What follows belongs to an exercise in optimizing a design on an open flow for small area, a short achievable clock period and few clock cycles per item; a production flow would make more cautious choices.
RTL that was checked went through simulation tests only; none was proved equivalent to the original.
Only the layout flow was run in run 2; the RTL was not checked for function there.
Power is estimated from default activity; no workload was simulated.

==> flow/design.v (outline; a module is shown in full before it is edited, if it fits) <==
// module layer_top: 1644 lines
// module csa_fa: 10 lines
// module csa_ha: 9 lines
module layer_top (
   input  logic             clk,
   input  logic             reset,
   input  logic             s_valid,
   input  logic             m_ready,
   input  layer_pkg::data_t data_in,
   output logic             s_ready,
   output logic             m_valid,
   output layer_pkg::data_t data_out
);
  // ...
==> flow/run.sh <==
#!/bin/bash
# synth_recipe.tcl (not shown) runs the flow's synth.tcl, then flattens the netlist and writes it again
# the make line also repeats each setting of config.mk as NAME=value (left out here)
make -C /OpenROAD-flow-scripts/flow DESIGN_CONFIG=/design/flow/config.mk WORK_HOME=/design/flow/orfs CLKGATE_MAP_FILE= SYNTH_SCRIPT=/design/flow/synth_recipe.tcl finish
==> flow/config.mk <==
export PLATFORM = sky130hd
export DESIGN_NAME = layer_top
export DESIGN_NICKNAME = layer_top
export VERILOG_FILES = /design/flow/design.v
export SDC_FILE = /design/flow/constraint.sdc
export NUM_CORES = 4
export LEC_CHECK = 0
export CAP_MARGIN = 20
export CORE_MARGIN = 2
export CORE_UTILIZATION = 40
export SETUP_SLACK_MARGIN = 4.2
export SLEW_MARGIN = 20
export SYNTH_HIERARCHICAL = 1
export SYNTH_MINIMUM_KEEP_SIZE = 0
==> flow/constraint.sdc <==
create_clock -name core_clock -period 7.0 [get_ports {clk}]
set_input_delay 1.4000 -clock core_clock [delete_from_list [all_inputs] [get_ports {clk}]]
set_output_delay 1.4000 -clock core_clock [all_outputs]
set_load 0.01 [all_outputs]
==> impl_metrics.yaml, run 1 <==
yosys:
  synth-main-ff-cell: "edfxtp_1"
  synth_seq_cells: 546
  synth_edf_count: 434
  synth_top_area_share: 0.390
  synth_common_cells: "434 x edfxtp_1, 376 x fa_1, 240 x xnor2_1, 205 x clkbuf_1, 158 x nand2_1"
  synth_fa_ha_area_frac: 0.246
run:
  max-cap-violations: 0
status:
  status: "timing/DRC/antenna clean"
cells_and_area:
  seqCellArea_mm2: 0.0154
  final_util: 0.473
  buf_share: 0.0669
  nClkBuffers: 72
  areaGrowthSynthToFinish_pct: 16.8
  inverters: 49
  final_cells: 3758
pwr:
  pwr.group.clock_mw: 3.08
  p_seq_mw: 3.74
  total_power_mw: 7.67
  top_power_group: "registers"
  ir_drop_mv: 0.248
worst_setup_path:
  path_cells: "buf_6 > a222oi_1 > inv_1 > fa_1 > fa_2 > fa_2"
  timing.rr.start: "xb[118]"
placed_design:
  numPortBuffers: 36
  place_congestion: 0.963
  post_dp_cell_area_mm2: 0.0343
global_route:
  grt_pass1_vias: 24100
  overflow: 0
  grt_util_met2: 0.387
  grt_max_degree: 160
  busiest_layer: "met2"
  met3_usage: 0.0782
route:
  vias: 23300
  post_drt_wl_per_cell_um: 28.9
  vias_per_cell: 6.20
  met3_length_um: 12600
  firstDrtPassIters: 9
clock_tree:
  clkTransAtPathRegs_ns: 0.06
  h-tree-depth: 2
  post-cts-setup-buffers: 163
timing:
  finalSetupTns_ns: 0
  min_period_ns: 3.20
  worst_slack_ns: 3.80
hold_path:
  hold_path.class: "register to register"
  min_to: "xb[12]"
floorplan:
  start_util: 0.405
Testbench counts, summed over its fixed seeds: cycles 6,240, items 384.
==> run 2, diff against run 1 <==
--- a/flow/design.v
+++ b/flow/design.v
@@ -100,23 +100,36 @@
    wire [15:0] xw1 = xb[31:16];
    wire [15:0] xw2 = xb[47:32];
    wire [15:0] xw3 = xb[63:48];
    wire [15:0] xw4 = xb[79:64];
    wire [15:0] xw5 = xb[95:80];
    wire [15:0] xw6 = xb[111:96];
    wire [15:0] xw7 = xb[127:112];
    localparam logic [1727:0] TAB = 1728'h007040c001a480330450c934d1100ec9aa55040aab481a1a00850c011e1ac42199128c2a02aa38c8a009c20a498289650465434d200100fb0928d2146532650914b200400c119306150813ea9911632e490101aa0402640014650234b3908012710115419567c85004932548020290ca046652b4262aa90284800c724c16204870428590882ccc013b220163511454516900204c901dc01a62140285c0a5445448e1015baa4821492800714ac032048015610b08358e0540840c20991100a80c3095420446511a14a224900861405535482525099260248a;
-   logic [3:0] k1;
-   assign k1 = k + 1'b1;
-   always_ff @(posedge clk) begin
-      if (reset)
-         {biasp, ctl} <= TAB[107:0];
-      else if (issue)
-         {biasp, ctl} <= TAB[k1 * 108 +: 108];
+   always_comb begin
+      case (k)
+         4'd0: {biasp, ctl} = 108'h861405535482525099260248a;
+         4'd1: {biasp, ctl} = 108'ha80c3095420446511a14a2249;
+         4'd2: {biasp, ctl} = 108'h15610b08358e0540840c209911;
+         4'd3: {biasp, ctl} = 108'h15baa4821492800714ac032048;
+         4'd4: {biasp, ctl} = 108'h1dc01a62140285c0a5445448e1;
+         4'd5: {biasp, ctl} = 108'h13b220163511454516900204c9;
+         4'd6: {biasp, ctl} = 108'hc724c16204870428590882ccc;
+         4'd7: {biasp, ctl} = 108'h20290ca046652b4262aa902848;
+         4'd8: {biasp, ctl} = 108'h12710115419567c85004932548;
+         4'd9: {biasp, ctl} = 108'h101aa0402640014650234b3908;
+         4'd10: {biasp, ctl} = 108'hc119306150813ea9911632e49;
+         4'd11: {biasp, ctl} = 108'hfb0928d2146532650914b2004;
+         4'd12: {biasp, ctl} = 108'h9c20a498289650465434d2001;
+         4'd13: {biasp, ctl} = 108'h11e1ac42199128c2a02aa38c8a;
+         4'd14: {biasp, ctl} = 108'hec9aa55040aab481a1a00850c;
+         4'd15: {biasp, ctl} = 108'h7040c001a480330450c934d11;
+         default: {biasp, ctl} = 'x;
+      endcase
    end
    wire pp0_0 = (ctl[0] & ~xw0[0]);
    wire pp0_1 = (ctl[0] & ~xw0[1]);
    wire pp0_2 = (ctl[0] & ~xw0[2]);
    wire pp0_3 = (ctl[0] & ~xw0[3]);
    wire pp0_4 = (ctl[0] & ~xw0[4]);
    wire pp0_5 = (ctl[0] & ~xw0[5]) | (ctl[1] & ~xw0[0]);
    wire pp0_6 = (ctl[0] & ~xw0[6]) | (ctl[1] & ~xw0[1]) | (ctl[2] & ~xw0[0]);
==> flow/config.mk (replaced) <==
export PLATFORM = sky130hd
export DESIGN_NAME = layer_top
export DESIGN_NICKNAME = layer_top
export VERILOG_FILES = /design/flow/design.v
export SDC_FILE = /design/flow/constraint.sdc
export NUM_CORES = 4
export LEC_CHECK = 0
export CAP_MARGIN = 20
export CORE_MARGIN = 2
export CORE_UTILIZATION = 30
export SETUP_SLACK_MARGIN = 4.2
export SLEW_MARGIN = 20
export SYNTH_HIERARCHICAL = 1
export SYNTH_MINIMUM_KEEP_SIZE = 0
==> impl_metrics.yaml, run 2 <==
cells_and_area:
  nets: 2883
  areaGrowthSynthToFinish_pct: 20.1
  final_cell_mix: "434 x edfxtp_1, 231 x xnor2_1, 222 x fa_1"
  diodes: 0
  final_common_cell: "edfxtp_1"
  drive_above_1_share: 0.247
yosys:
  async_flop_share: 0
  syn_area_mm2: 0.0320
  synth_area_leaders: "edfxtp_1 41%, fa_1 24%, dfxtp_1 7.0%"
  yosys.area_share.simple: 0.0382
  synth_seq_cells: 546
  yosysUniqueCellTypes: 56
  synth_compound_area_frac: 0.128
  muxShareOfSynthArea: 0.000625
  synth.most_common_cell: "edfxtp_1"
  synth_common_cells: "434 x edfxtp_1, 376 x fa_1, 235 x xnor2_1, 173 x clkbuf_1, 122 x nand2_1"
  synth_top_area_cell: "edfxtp_1"
  synth_area_per_cell_um2: 13.8
  ys_seq_area_frac: 0.477
  ys_warn_count: 7
  synth_edf_count: 434
  synth_top_family_by_area: "adder cells"
  synth_fa_ha_area_frac: 0.256
  syn_inst: 2328
  synth-xor-area-share: 0.0664
  synth-main-ff-cell: "edfxtp_1"
  synth_top_area_share: 0.407
timing:
  fin_crit_sh: 0.450
  rsz0062_at_grt: "yes"
  slew_viol_final: 0
  finalClockSkew_ns: 0.0651
  min_period_ns: 3.15
  fmax_mhz: 317
  worst_pin_slew_ns: 0.849
  setup_violations: 0
  finalSetupTns_ns: 0
  finalHoldViolations: 0
  whs_ns: 0.406
  relSlewSlack: 0.434
clock_tree:
  cts-root-buf: "clkbuf_16"
  cts_tree: "done"
  clock_sinks: 546
  clk_latency_ns: 0.67
  clkTransAtPathRegs_ns: 0.07
  h-tree-depth: 2
  cts_buffers: 56
  cts_max_path_buffers: 3
global_route:
  grt_pass1_wl_um: 146000
  track_usage: 0.182
  grt_max_degree: 132
  overflow: 0
  grt_pass1_vias: 21100
  antenna_found_initial: 0
route:
  vias: 21100
  vias_per_cell: 5.45
  routed_wl_um: 101000
  drtIter0Drc: 3278
  firstDrtPassIters: 12
  ant_nets: 0
  drc: 0
  post_drt_wl_per_cell_um: 26.0
run:
  max-cap-violations: 0
worst_setup_path:
  reg2reg_slack_ns: 3.85
  worstPathMaxFanout: 7
  arrival_ns: 3.52
  setup.worst_path.class: "register to register"
  start_kind: "register"
  end_kind: "register"
  required_ns: 7.37
placed_design:
  dpl.hpwl_um: 70600
  place_congestion: 0.956
  numPortBuffers: 36
pwr:
  powerDensity_mw_per_mm2: 200
  ir_drop_mv: 0.203
  leakage_nw: 13.7
floorplan:
  die_area_mm2: 0.109
  start_util: 0.303
  core_mm2: 0.106
  die-height_um: 331
  die_w_um: 331
  num_rows: 119
  io_pins: 38
hold_path:
  hold_path.class: "register to register"
status:
  status: "timing/DRC/antenna clean"
run 2: logic make-up (layout without fill, tap and decap cells):
group                      count (synthesis)  in the layout
DFF                                      546            546
muxes                                      2              2
buffers and inverters                    276            422
adders and majority gates                429            429
other                                      1              7
and+or+nand+nor                          280            280
xor gates and xnor gates                 242            242
AOI/OAI and AO/OA                        552            553
run 2: critical path: stages, from the launching register on:
cell	delay, ns
edfxtp_1	0.55
a222oi_1	0.52
xnor2_1	0.22
fa_2	0.49
fa_2	0.63
fa_2	0.45
run 2: cell type report:
class,count,area (µm²)
tap,1391,1740
timing repair buffer,255,2480
fill,9930,67100
timing repair inverter,4,30.0
sequential,546,15400
inverter,58,310
clock buffer,69,1480
multi-input combinational,1513,16500
clock inverter,36,515
run 2: report_power, final:
| group | switching, mW | internal [mW] | total (mW) |
|---|---|---|---|
| registers | 0.0606 | 3.67 | 3.73 |
| clock network | 1.34 | 1.87 | 3.21 |
| logic | 0.406 | 0.347 | 0.753 |
| total | 1.81 | 5.88 | 7.69 |
run 2: Yosys stat by module, one instance, submodules excluded:
module / copies in the design / cells / cell area, µm²
layer_top: 1 / 1930 / 24200
csa_fa: 375 / 1 / 20.0
csa_ha: 23 / 1 / 12.5
run 2: worst paths after layout:
check,startpoint,end,depth (start not counted)
hold / removal,ldb[2],xb[2],0
setup / recovery,xb[55],r3_14_0,5
setup reg to reg,xb[55],r3_14_0,5
hold reg to reg,ldb[2],xb[2],0
run 2: per-stage QoR:
step           worst slack (ns)  area, µm²  power [mW]   util  cells
2_1_floorplan              1.93      32100        4.18      -   2334
3_3_place_gp               1.68      33500        4.45  0.317   3555
3_5_place_dp               1.55      33500        4.46  0.317   3555
4_1_cts                    3.91      37900        7.76  0.359   3840
5_1_grt                    3.82      38500        7.99  0.364   3872
6_report                   3.85      38500        7.69  0.364   3872
run 2: timing repair:
item / CTS / global route
cloned: 9 / 1
setup endpoints to repair: 517 / 184
buffers inserted: 171 / 31
gates resized for setup: 319 / 89
pin swaps: 217 / 162
hold buffers: 0 / 0
run 2: routing by layer:
| layer | GRT usage | part of all wire | vias up | wire length (µm) |
|---|---|---|---|---|
| met2 | 0.269 | 0.43 | 1462 | 43800 |
| li1 | - | - | 8665 | - |
| met1 | 0.245 | 0.39 | 10700 | 39800 |
| met3 | 0.0437 | 0.11 | 248 | 10700 |
| met4 | 0.102 | 0.064 | 0 | 6440 |
| met5 | 0 | 0 | - | 0 |

## port drivers added, routing unchanged
The flow's constraints put no driver on any port. The routed layouts listed below were extracted and timed again, unchanged, in two steps.
Step 1: set_driving_cell puts a clkbuf_16 on clk and a buf_2 on each other input, an assumption about the parent block.
Step 2, shift: input delay + t, output delay - t, t = (earliest + latest rising clock arrival at the registers) / 2. This alone moves slack from input paths to output paths.
Slacks: ideal / step 1 / step 2; pairs: ideal / step 1.
run | t (ns) | slack for setup (ns) | worst setup path after step 2 | worst slew at a driven data input, ns
run 1 | 0.699 | 3.798 / 3.798 / 3.589 | input to register | 0.06
run 2 | 0.700 | 3.847 / 3.847 / 3.582 | input to register | 0.05
After both steps every run listed still meets setup and hold. For run 2, which loses most, drivers alone change the setup slack by 0.000 ns; drivers and shift together by -0.265 ns.
